This is an optimization exercise on Yosys and OpenROAD, whose aim is small area and few clock cycles, not a production implementation. In this exercise RTL edits were held to simulation tests only and were not proved equivalent to the original.

==> flow/design.v <==
`timescale 1ns/1ns
`default_nettype none
module crc16_word
(
    input  logic [15:0] crc_in,
    input  logic [31:0] data_in,
    output logic [15:0] crc_out
);
    logic fb;
    always_comb begin
        crc_out = crc_in;
        fb = 1'b0;
        for (int i = 31; i >= 0; i--) begin
            fb = crc_out[15] ^ data_in[i];
            crc_out = {crc_out[14:0], 1'b0} ^ (fb ? 16'h1021 : 16'h0000);
        end
    end
endmodule
`default_nettype wire
`timescale 1ns/1ns
`default_nettype none
module in_port
(
    input  logic        clk,
    input  logic        rst_n,
    input  logic        vld,
    input  logic        sop,
    input  logic        eop,
    input  logic [31:0] data,
    output logic        in_ready,
    input  logic        rd_sel,     
    input  logic        dsc_sel,    
    output logic [31:0] rd_data,    
    output logic [1:0]  dsc_prio,   
    output logic [4:0]  dsc_len,    
    output logic        avail,      
    input  logic        rd_adv,     
    input  logic        rd_pkt      
);
    logic [31:0] mem [16];
    logic [4:0]  wptr, wbase, rptr;
    logic        recv, bad, full;
    logic [4:0]  len;
    logic [1:0]  prio, dest;
    logic [15:0] crc, crc_nxt;
    logic [4:0]  hlen, used, cnt;
    logic        nowr, fits, take_hdr, take_wr, word_ok, good_end;
    crc16_word crc16 (
        .crc_in  (crc),
        .data_in (data),
        .crc_out (crc_nxt)
    );
    assign hlen = data[4:0];
    assign nowr     = (hlen > 5'd16) | (eop != (hlen == '0));
    assign used     = wbase - rptr;
    assign fits     = ({1'b0, used} + hlen) <= 6'd16;
    assign in_ready = ~recv & (nowr | ((~full | rd_pkt) & fits));
    assign take_hdr = in_ready & vld & sop;
    assign take_wr  = take_hdr & ~nowr;
    assign cnt      = wptr - wbase;       
    assign word_ok  = recv & vld & ~bad & (cnt != len);
    assign good_end = word_ok & eop & (cnt + 1'b1 == len);
    always_ff @(posedge clk) begin
        if (word_ok) begin
            mem[wptr[3:0]] <= data;
        end
    end
    always_comb begin
        rd_data = dsc_sel ? {7'd0, dest, prio, len, crc} : 32'd0;
        for (int i = 0; i < 16; i++) begin
            rd_data = rd_data | ((rd_sel && rptr[3:0] == 4'(i)) ? mem[i] : 32'd0);
        end
    end
    assign dsc_prio = prio;
    assign dsc_len  = len;
    assign avail    = full;
    always_ff @(posedge clk) begin
        if (take_wr) begin
            len  <= hlen;
            prio <= data[6:5];
            dest <= data[8:7];
            crc  <= 16'hFFFF;
        end else if (word_ok) begin
            crc  <= crc_nxt;
        end
    end
    always_ff @(posedge clk) begin
        if (!rst_n) begin
            recv  <= 1'b0;
            bad   <= 1'b0;
            full  <= 1'b0;
            wptr  <= '0;
            wbase <= '0;
            rptr  <= '0;
        end else begin
            if (rd_adv) begin
                rptr <= rptr + 1'b1;
            end
            if (rd_pkt) begin
                full <= 1'b0;
            end
            if (take_hdr) begin
                recv <= ~eop;
                bad  <= nowr;
                if (!nowr) begin
                    full <= eop;          
                end
            end else if (recv & vld) begin
                if (word_ok) begin
                    wptr <= wptr + 1'b1;
                end else begin
                    bad  <= 1'b1;
                end
                if (eop) begin
                    recv <= 1'b0;
                    if (good_end) begin
                        full  <= 1'b1;
                        wbase <= wptr + 1'b1;
                    end else begin
                        wptr <= wbase;    
                    end
                end
            end
        end
    end
endmodule
`default_nettype wire
`timescale 1ns/1ns
`default_nettype none
module switch_ingress
(
    input  logic        clk,
    input  logic        rst_n,
    input  logic        in0_vld,
    input  logic        in0_sop,
    input  logic        in0_eop,
    input  logic [31:0] in0_data,
    input  logic        in1_vld,
    input  logic        in1_sop,
    input  logic        in1_eop,
    input  logic [31:0] in1_data,
    output logic        in_ready0,
    output logic        in_ready1,
    output logic        out_vld,
    output logic        out_sop,
    output logic        out_eop,
    output logic        out_src,
    output logic [1:0]  out_dest,
    output logic [31:0] out_data,
    input  logic        out_ready
);
    logic [31:0] rd0, rd1, rd;
    logic [1:0]  pr0, pr1;
    logic [4:0]  ln0, ln1;
    logic [2:0]  lowcnt;
    logic        pmode, prio1;
    logic        av0, av1;
    logic        busy, src, insop, last, ready_q;
    logic [4:0]  rem;
    logic [1:0]  dest_q;
    logic        pick1, start, cur, xfer;
    in_port port0 (
        .clk      (clk),
        .rst_n    (rst_n),
        .vld      (in0_vld),
        .sop      (in0_sop),
        .eop      (in0_eop),
        .data     (in0_data),
        .in_ready (in_ready0),
        .rd_sel   (~cur & ~out_sop),
        .dsc_sel  (~cur & out_sop),
        .rd_data  (rd0),
        .dsc_prio (pr0),
        .dsc_len  (ln0),
        .avail    (av0),
        .rd_adv   (xfer & ~cur & ~out_sop),
        .rd_pkt   (xfer & ~cur & out_sop)
    );
    in_port port1 (
        .clk      (clk),
        .rst_n    (rst_n),
        .vld      (in1_vld),
        .sop      (in1_sop),
        .eop      (in1_eop),
        .data     (in1_data),
        .in_ready (in_ready1),
        .rd_sel   (cur & ~out_sop),
        .dsc_sel  (cur & out_sop),
        .rd_data  (rd1),
        .dsc_prio (pr1),
        .dsc_len  (ln1),
        .avail    (av1),
        .rd_adv   (xfer & cur & ~out_sop),
        .rd_pkt   (xfer & cur & out_sop)
    );
    assign prio1 = (pr1 > pr0) | ((pr1 == pr0) & ~last);
    assign pick1 = av1 & (~av0 | (pmode ? prio1 :
                                  ((ln1 < ln0) | ((ln1 == ln0) & prio1))));
    assign start = ~busy & (av0 | av1) & ready_q;
    assign cur   = busy ? src : pick1;
    assign rd    = rd0 | rd1;
    assign out_vld  = busy | start;
    assign out_sop  = ~busy | insop;
    assign out_eop  = out_sop ? (rd[20:16] == '0) : (rem == 5'd1);
    assign out_src  = cur;
    assign out_dest = out_sop ? rd[24:23] : dest_q;
    assign out_data = rd;
    assign xfer     = out_vld & out_ready;
    always_ff @(posedge clk) begin
        if (xfer & out_sop) begin
            dest_q <= rd[24:23];
        end
        if (xfer) begin
            rem <= out_sop ? rd[20:16] : rem - 1'b1;
        end
        if (~busy) begin
            src <= pick1;
        end
    end
    always_ff @(posedge clk) begin
        if (!rst_n) begin
            busy    <= 1'b0;
            insop   <= 1'b1;
            last    <= 1'b1;
            ready_q <= 1'b0;
            lowcnt  <= 3'd0;
            pmode   <= 1'b1;
        end else begin
            ready_q <= out_ready;
            lowcnt  <= out_ready ? 3'd0 : lowcnt + (lowcnt != 3'd7);
            if (lowcnt == 3'd7) begin
                pmode <= 1'b1;
            end else if (start) begin
                pmode <= 1'b0;
            end
            if (start) begin
                last <= pick1;
            end
            if (xfer & out_eop) begin
                busy  <= 1'b0;
                insop <= 1'b1;
            end else if (out_vld) begin
                busy  <= 1'b1;
                insop <= out_sop & ~xfer;
            end
        end
    end
endmodule
`default_nettype wire
==> flow/config.mk <==
export PLATFORM = sky130hd
export DESIGN_NAME = switch_ingress
export DESIGN_NICKNAME = switch_ingress
export VERILOG_FILES = /design/flow/design.v
export SDC_FILE = /design/flow/constraint.sdc
export NUM_CORES = 4
export LEC_CHECK = 0
export CAP_MARGIN = 20
export CORE_MARGIN = 2
export CORE_UTILIZATION = 40
export PLACE_DENSITY = 0.6
export SLEW_MARGIN = 20
==> flow/constraint.sdc <==
create_clock -name core_clock -period 7.5 [get_ports {clk}]
set_input_delay 1.5000 -clock core_clock [delete_from_list [all_inputs] [get_ports {clk}]]
set_output_delay 1.5000 -clock core_clock [all_outputs]
set_load 0.01 [all_outputs]
standard.sh (not shown) runs the stock make flow with config.mk's settings and CLKGATE_MAP_FILE= SYNTH_SCRIPT=/design/flow/synth_recipe.tcl, a recipe that flattens the netlist after the stock synthesis.
==> flow/flow/run.sh <==
#!/bin/bash
set -euo pipefail
export BUFFER_PORTS_ARGS="-buffer_cell sky130_fd_sc_hd__buf_2"
export CTS_ARGS="-sink_clustering_enable -repair_clock_nets -dont_use_dummy_load -sink_clustering_size 24 -sink_clustering_max_diameter 120"
bash standard.sh > standard_flow.log 2>&1
Testbench counts at the start, summed over its fixed seeds: cycles 15,698.
Rerun with:
--- a/flow/design.v
+++ b/flow/design.v
@@ -54,5 +54,5 @@
     assign nowr     = (hlen > 5'd16) | (eop != (hlen == '0));
     assign used     = wbase - rptr;
-    assign fits     = ({1'b0, used} + hlen) <= 6'd16;
+    assign fits     = ({1'b0, used} + hlen) <= (rd_adv ? 6'd17 : 6'd16);
     assign in_ready = ~recv & (nowr | ((~full | rd_pkt) & fits));
     assign take_hdr = in_ready & vld & sop;
@@ -67,5 +67,5 @@
     end
     always_comb begin
-        rd_data = dsc_sel ? {7'd0, dest, prio, len, crc} : 32'd0;
+        rd_data = dsc_sel ? {7'd0, dest, prio, len, (good_end ? crc_nxt : crc)} : 32'd0;
         for (int i = 0; i < 16; i++) begin
             rd_data = rd_data | ((rd_sel && rptr[3:0] == 4'(i)) ? mem[i] : 32'd0);
@@ -74,5 +74,5 @@
     assign dsc_prio = prio;
     assign dsc_len  = len;
-    assign avail    = full;
+    assign avail    = full | good_end;
     always_ff @(posedge clk) begin
         if (take_wr) begin
@@ -115,5 +115,5 @@
                     recv <= 1'b0;
                     if (good_end) begin
-                        full  <= 1'b1;
+                        full  <= ~rd_pkt;
                         wbase <= wptr + 1'b1;
                     end else begin
Setup slack got worse by 0.81 ns.
First-iteration DRC count goes down by 1.8%.
Count of clock-buffer cells in the layout goes up by 1.
Maximum frequency fell by 11%.
Global-route usage grows by 0.80 points.
Cell area rises by 2.2%.
Area after synthesis rose by 1.4%.
Testbench counts after the change, summed over its fixed seeds: cycles 15,421.

==> separate check: timing with driven ports <==
The results above use ideal ports. As a check the final layouts listed here were re-extracted and re-timed, cells and wires unchanged. Step 1: set_driving_cell puts a clkbuf_16 on clk and a buf_2 on each other input, an assumption about the parent block. Step 2 also shifts input and output timing later by t, the mid clock arrival at the registers, as if the neighbouring blocks saw the same clock. a / b / c = ideal ports / drivers / drivers and shift; a / b = the first two.
| run | shift t [ns] | slack for setup (ns) | worst setup path after step 2 | worst register clock-pin slew, ns |
|---|---|---|---|---|
| the first run | 0.714 | 1.126 / 1.058 / 1.771 | register to output | 0.11 / 0.11 |
| the second run | 0.756 | 0.312 / 0.293 / 0.293 | input to output | 0.11 / 0.11 |
After both steps every run listed still meets setup and hold. The setup slack of the second run, which loses most, moves by -0.019 ns with the drivers and by -0.019 ns with both steps.
